Background: an optimization exercise with open tools, aiming at small area and a short achievable clock period. Do not read the settings as production practice. Power figures rest on the tool's default switching activity, not on a simulated workload.

==> module d_mem_responder, before the edit <==
module d_mem_responder #(
   parameter int unsigned DEPTH       = 64,
   parameter int unsigned WAIT_CYCLES = 2
) (
   input  logic        clock,
   input  logic        reset,
   input  logic        req_valid,
   output logic        req_ready,
   input  logic        req_we,
   input  logic [31:0] req_addr,
   input  logic [31:0] req_wdata,
   output logic        rsp_valid,
   input  logic        rsp_ready,
   output logic [31:0] rsp_rdata,
   output logic        rsp_err,
   output logic        busy
);
   localparam int NR  = 21;     
   localparam int SGL = 21;     
   logic busy_q, rsp_q, w2_q, w1_q, w0_q;
   logic st0_q;                 
   logic          we_q, mis_q;
   logic [NR:0]   sel_q;        
   logic [2:0]    w_q;          
   logic [2:0]    ht_q;         
   logic [2:0]    ft_q;         
   logic          hit;          
   logic          flip;         
   logic [31:0]   r_q;          
   logic          p1_q, p2_q;   
   logic [2:0]    t_q;          
   logic          accept, ld_wait, rd_now, win, wen;
   logic          req_mis;
   logic [5:0]    req_idx;
   logic [NR:0]   req_sel;
   logic [2:0]    req_w;
   logic [2:0]    t_d;
   assign req_mis = |req_addr[1:0];
   assign req_idx = req_addr[7:2];
   logic [2:0] k_ring;
   logic [2:0] k_word;
   always_comb begin
      unique case (req_idx[5:2])
         4'd0:  begin k_ring = 3'd0; k_word = 3'b001; end
         4'd1:  begin k_ring = 3'd0; k_word = 3'b010; end
         4'd2:  begin k_ring = 3'd0; k_word = 3'b100; end
         4'd3:  begin k_ring = 3'd1; k_word = 3'b001; end
         4'd4:  begin k_ring = 3'd1; k_word = 3'b010; end
         4'd5:  begin k_ring = 3'd1; k_word = 3'b100; end
         4'd6:  begin k_ring = 3'd2; k_word = 3'b001; end
         4'd7:  begin k_ring = 3'd2; k_word = 3'b010; end
         4'd8:  begin k_ring = 3'd2; k_word = 3'b100; end
         4'd9:  begin k_ring = 3'd3; k_word = 3'b001; end
         4'd10: begin k_ring = 3'd3; k_word = 3'b010; end
         4'd11: begin k_ring = 3'd3; k_word = 3'b100; end
         4'd12: begin k_ring = 3'd4; k_word = 3'b001; end
         4'd13: begin k_ring = 3'd4; k_word = 3'b010; end
         4'd14: begin k_ring = 3'd4; k_word = 3'b100; end
         default: begin k_ring = 3'd5; k_word = 3'b000; end
      endcase
   end
   always_comb begin
      req_sel = '0;
      req_w   = 3'd0;
      if (req_idx[1:0] != 2'd3) begin
         req_sel[req_idx[5:2]] = 1'b1;
         req_w[req_idx[1:0]]   = 1'b1;
      end else begin
         req_sel[16 + k_ring] = 1'b1;    
         req_w = k_word;
      end
   end
   assign accept = req_valid && !busy_q && !reset;
   assign t_d = (t_q >= 3'd5) ? 3'd0 : t_q + 3'd1;
   logic [2:0] ht_d, ft_d;
   always_comb begin
      for (int w = 0; w < 3; w++) begin
         logic [3:0] s;
         s = 4'(t_d) + 4'(w);
         ht_d[w] = (s == 4'd2) || (s == 4'd5) || (s == 4'd8);
         ft_d[w] = (s == 4'd5);
      end
   end
   assign hit  = |(w_q & ht_q);
   assign flip = |(w_q & ft_q);
   always_ff @(posedge clock or posedge reset) begin
      if (reset) begin
         busy_q <= 1'b0;
         rsp_q  <= 1'b0;
         w2_q   <= 1'b0;
         w1_q   <= 1'b0;
         w0_q   <= 1'b0;
         st0_q  <= 1'b0;
      end else begin
         w2_q  <= req_valid && !busy_q;
         w1_q  <= w2_q;
         w0_q  <= w1_q;
         st0_q <= w1_q && we_q && !mis_q;
         if (!busy_q)       busy_q <= req_valid;
         else if (rsp_q && rsp_ready) busy_q <= 1'b0;
         if (w0_q)          rsp_q <= 1'b1;
         else if (rsp_ready) rsp_q <= 1'b0;
      end
   end
   always_ff @(posedge clock) begin
      t_q    <= t_d;
      ht_q   <= ht_d;
      ft_q   <= ft_d;
      p1_q   <= st0_q;
      p2_q   <= p1_q;
      if (accept) begin
         we_q  <= req_we;
         mis_q <= req_mis;
         sel_q <= req_sel;
         w_q   <= req_w;
      end
   end
   assign ld_wait = (w2_q || w1_q || w0_q) && !we_q && !mis_q;
   assign rd_now  = ld_wait && (hit || sel_q[SGL]);
   assign win     = st0_q || p1_q || p2_q;
   assign wen     = win && hit;
   logic [31:0] ring_p0 [NR];
   logic [31:0] ring_p1 [NR];
   logic [31:0] ring_p2 [NR];
   logic [31:0] single_q;
   logic [31:0] wdata_x;        
   assign wdata_x = r_q ^ {32{flip}};
   for (genvar g = 0; g < NR; g++) begin : g_ring
      logic wr, wr_n;
      logic [31:0] d0;
      assign wr_n = !(wen && sel_q[g]);
      assign wr   = !wr_n;
      for (genvar b = 0; b < 32; b++) begin : g_bit
         dmr_ring_in u_in (.sel(wr), .sel_n(wr_n), .d1(wdata_x[b]),
                           .d0(ring_p2[g][b]), .y(d0[b]));
      end
      always_ff @(posedge clock) begin
         ring_p0[g] <= d0;
         ring_p1[g] <= ring_p0[g];
         ring_p2[g] <= ring_p1[g];
      end
   end
   always_ff @(posedge clock) begin
      if (st0_q && sel_q[SGL]) single_q <= r_q;
   end
   logic [NR/3-1:0][31:0] rd_grp_n;
   logic [31:0] rd_ring, rd_word;
   for (genvar k = 0; k < NR / 3; k++) begin : g_rgrp
      for (genvar b = 0; b < 32; b++) begin : g_bit
         dmr_aoi222 u_ao (.a1(sel_q[3*k]),   .b1(ring_p2[3*k][b]),
                          .a2(sel_q[3*k+1]), .b2(ring_p2[3*k+1][b]),
                          .a3(sel_q[3*k+2]), .b3(ring_p2[3*k+2][b]),
                          .y(rd_grp_n[k][b]));
      end
   end
   always_comb begin
      rd_ring = 32'd0;
      for (int k = 0; k < NR / 3; k++) rd_ring = rd_ring | ~rd_grp_n[k];
   end
   assign rd_word = sel_q[SGL] ? single_q : rd_ring ^ {32{flip}};
   always_ff @(posedge clock) begin
      if (accept)      r_q <= req_mis ? 32'd0 : req_wdata;
      else if (rd_now) r_q <= rd_word;
   end
   assign req_ready = !busy_q && !reset;
   assign rsp_valid = rsp_q;
   assign rsp_rdata = r_q;
   assign rsp_err   = mis_q;
   assign busy      = busy_q;
endmodule
==> module dmr_aoi222, before the edit <==
module dmr_aoi222 (
   input  logic a1, b1, a2, b2, a3, b3,
   output logic y
);
   assign y = ~((a1 & b1) | (a2 & b2) | (a3 & b3));
endmodule
clock: 4.0 ns
lec_check: 0
cap_margin: 20
core_margin: 2
core_utilization: 40
setup_slack_margin: 1.6
slew_margin: 20
synth_hierarchical: 1
synth_minimum_keep_size: 0
standard.sh (not shown) runs the stock make flow with config.mk's settings and CLKGATE_MAP_FILE= SYNTH_SCRIPT=/design/flow/synth_recipe.tcl, a recipe that flattens the netlist after the stock synthesis.
==> flow/flow/run.sh <==
#!/bin/bash
# Standard layout, with port buffers of a faster cell than buffer_ports picks
# and a clock tree with larger sink clusters.
set -euo pipefail
bash standard.sh finish \
  "BUFFER_PORTS_ARGS=-buffer_cell sky130_fd_sc_hd__buf_4" \
  "CTS_ARGS=-sink_clustering_enable -repair_clock_nets -sink_clustering_size 30 -sink_clustering_max_diameter 120 -buf_list sky130_fd_sc_hd__clkbuf_16" \
  > layout_make.log 2>&1
Then changed:
--- a/flow/design.v
+++ b/flow/design.v
@@ -20,4 +20,5 @@
    logic busy_q, rsp_q, w2_q, w1_q, w0_q;
    logic st0_q;                 
+   logic wen0_q;                
    logic          we_q, mis_q;
    logic [NR:0]   sel_q;        
@@ -29,6 +30,7 @@
    logic [31:0]   r_q;          
    logic          p1_q, p2_q;   
+   logic          wen12_q;      
    logic [2:0]    t_q;          
-   logic          accept, ld_wait, rd_now, win, wen;
+   logic          accept, ld_wait, rd_now, wen;
    logic          req_mis;
    logic [5:0]    req_idx;
@@ -72,15 +74,21 @@
    end
    assign accept = req_valid && !busy_q && !reset;
+   logic [2:0] htn_q, ftn_q;
+   logic [2:0] htnn, ftnn;      
    assign t_d = (t_q >= 3'd5) ? 3'd0 : t_q + 3'd1;
-   logic [2:0] ht_d, ft_d;
    always_comb begin
-      for (int w = 0; w < 3; w++) begin
-         logic [3:0] s;
-         s = 4'(t_d) + 4'(w);
-         ht_d[w] = (s == 4'd2) || (s == 4'd5) || (s == 4'd8);
-         ft_d[w] = (s == 4'd5);
-      end
+      unique case (t_q)
+         3'd0:    begin htnn = 3'b001; ftnn = 3'b000; end   
+         3'd1:    begin htnn = 3'b100; ftnn = 3'b100; end   
+         3'd2:    begin htnn = 3'b010; ftnn = 3'b010; end   
+         3'd3:    begin htnn = 3'b001; ftnn = 3'b001; end   
+         3'd4:    begin htnn = 3'b100; ftnn = 3'b000; end   
+         3'd5:    begin htnn = 3'b010; ftnn = 3'b000; end   
+         default: begin htnn = 3'b010; ftnn = 3'b000; end   
+      endcase
    end
    assign hit  = |(w_q & ht_q);
+   logic hit_d;
+   assign hit_d = |(w_q & htn_q);
    assign flip = |(w_q & ft_q);
    always_ff @(posedge clock or posedge reset) begin
@@ -92,4 +100,5 @@
          w0_q   <= 1'b0;
          st0_q  <= 1'b0;
+         wen0_q <= 1'b0;
       end else begin
          w2_q  <= req_valid && !busy_q;
@@ -97,4 +106,5 @@
          w0_q  <= w1_q;
          st0_q <= w1_q && we_q && !mis_q;
+         wen0_q <= w1_q && we_q && !mis_q && hit_d;
          if (!busy_q)       busy_q <= req_valid;
          else if (rsp_q && rsp_ready) busy_q <= 1'b0;
@@ -105,8 +115,11 @@
    always_ff @(posedge clock) begin
       t_q    <= t_d;
-      ht_q   <= ht_d;
-      ft_q   <= ft_d;
+      htn_q  <= htnn;
+      ftn_q  <= ftnn;
+      ht_q   <= htn_q;
+      ft_q   <= ftn_q;
       p1_q   <= st0_q;
       p2_q   <= p1_q;
+      wen12_q <= (st0_q || p1_q) && hit_d;
       if (accept) begin
          we_q  <= req_we;
@@ -118,6 +131,5 @@
    assign ld_wait = (w2_q || w1_q || w0_q) && !we_q && !mis_q;
    assign rd_now  = ld_wait && (hit || sel_q[SGL]);
-   assign win     = st0_q || p1_q || p2_q;
-   assign wen     = win && hit;
+   assign wen     = wen0_q || wen12_q;
    logic [31:0] ring_p0 [NR];
    logic [31:0] ring_p1 [NR];
@@ -144,17 +156,8 @@
       if (st0_q && sel_q[SGL]) single_q <= r_q;
    end
-   logic [NR/3-1:0][31:0] rd_grp_n;
    logic [31:0] rd_ring, rd_word;
-   for (genvar k = 0; k < NR / 3; k++) begin : g_rgrp
-      for (genvar b = 0; b < 32; b++) begin : g_bit
-         dmr_aoi222 u_ao (.a1(sel_q[3*k]),   .b1(ring_p2[3*k][b]),
-                          .a2(sel_q[3*k+1]), .b2(ring_p2[3*k+1][b]),
-                          .a3(sel_q[3*k+2]), .b3(ring_p2[3*k+2][b]),
-                          .y(rd_grp_n[k][b]));
-      end
-   end
    always_comb begin
       rd_ring = 32'd0;
-      for (int k = 0; k < NR / 3; k++) rd_ring = rd_ring | ~rd_grp_n[k];
+      for (int g = 0; g < NR; g++) rd_ring = rd_ring | (ring_p2[g] & {32{sel_q[g]}});
    end
    assign rd_word = sel_q[SGL] ? single_q : rd_ring ^ {32{flip}};
@@ -178,8 +181,2 @@
    assign y = ~((sel_n | d1) & (sel | d0));
 endmodule
-module dmr_aoi222 (
-   input  logic a1, b1, a2, b2, a3, b3,
-   output logic y
-);
-   assign y = ~((a1 & b1) | (a2 & b2) | (a3 & b3));
-endmodule
Result: Clock skew rose by 0.016 ns. Power rose by 0.84%. Flip-flop and latch count rose by 7. Global-route usage rose by 0.81 points. Non-clock buffer count fell by 12. Cell count rose by about 1.7%. Die area rose by about 1.8%. Setup slack gets better by 0.12 ns. Clock power hardly moves. Routed wire length rose by about 3.7%. Via count rose by about 1.3%. Critical path depth fell by 1.
Function was not checked in any run of this note: the RTL went through the layout flow alone.

[port drivers added, routing unchanged]
The results above use ideal ports. As a check the final layouts listed here were re-extracted and re-timed, cells and wires unchanged.
Step 1 assumes that a clkbuf_16 drives the clock port and a buf_2 every other input.
Step 2, shift: input delay + t, output delay - t, t = (earliest + latest rising clock arrival at the registers) / 2. This alone moves slack from input paths to output paths.
a / b / c = ideal / step 1 / step 2; a / b = the first two.
| run | t (ns) | setup slack, ns | hold WS [ns] |
|---|---|---|---|
| the first run | 0.728 | 1.467 / 1.467 / 0.935 | 0.079 / 0.038 / 0.319 |
| the second run | 0.740 | 1.588 / 1.588 / 1.148 | 0.057 / -0.004 / 0.293 |
After both steps setup and hold are still met in every run listed. For the first run, which loses most, drivers alone change the setup slack by 0.000 ns; drivers and shift together by -0.532 ns.
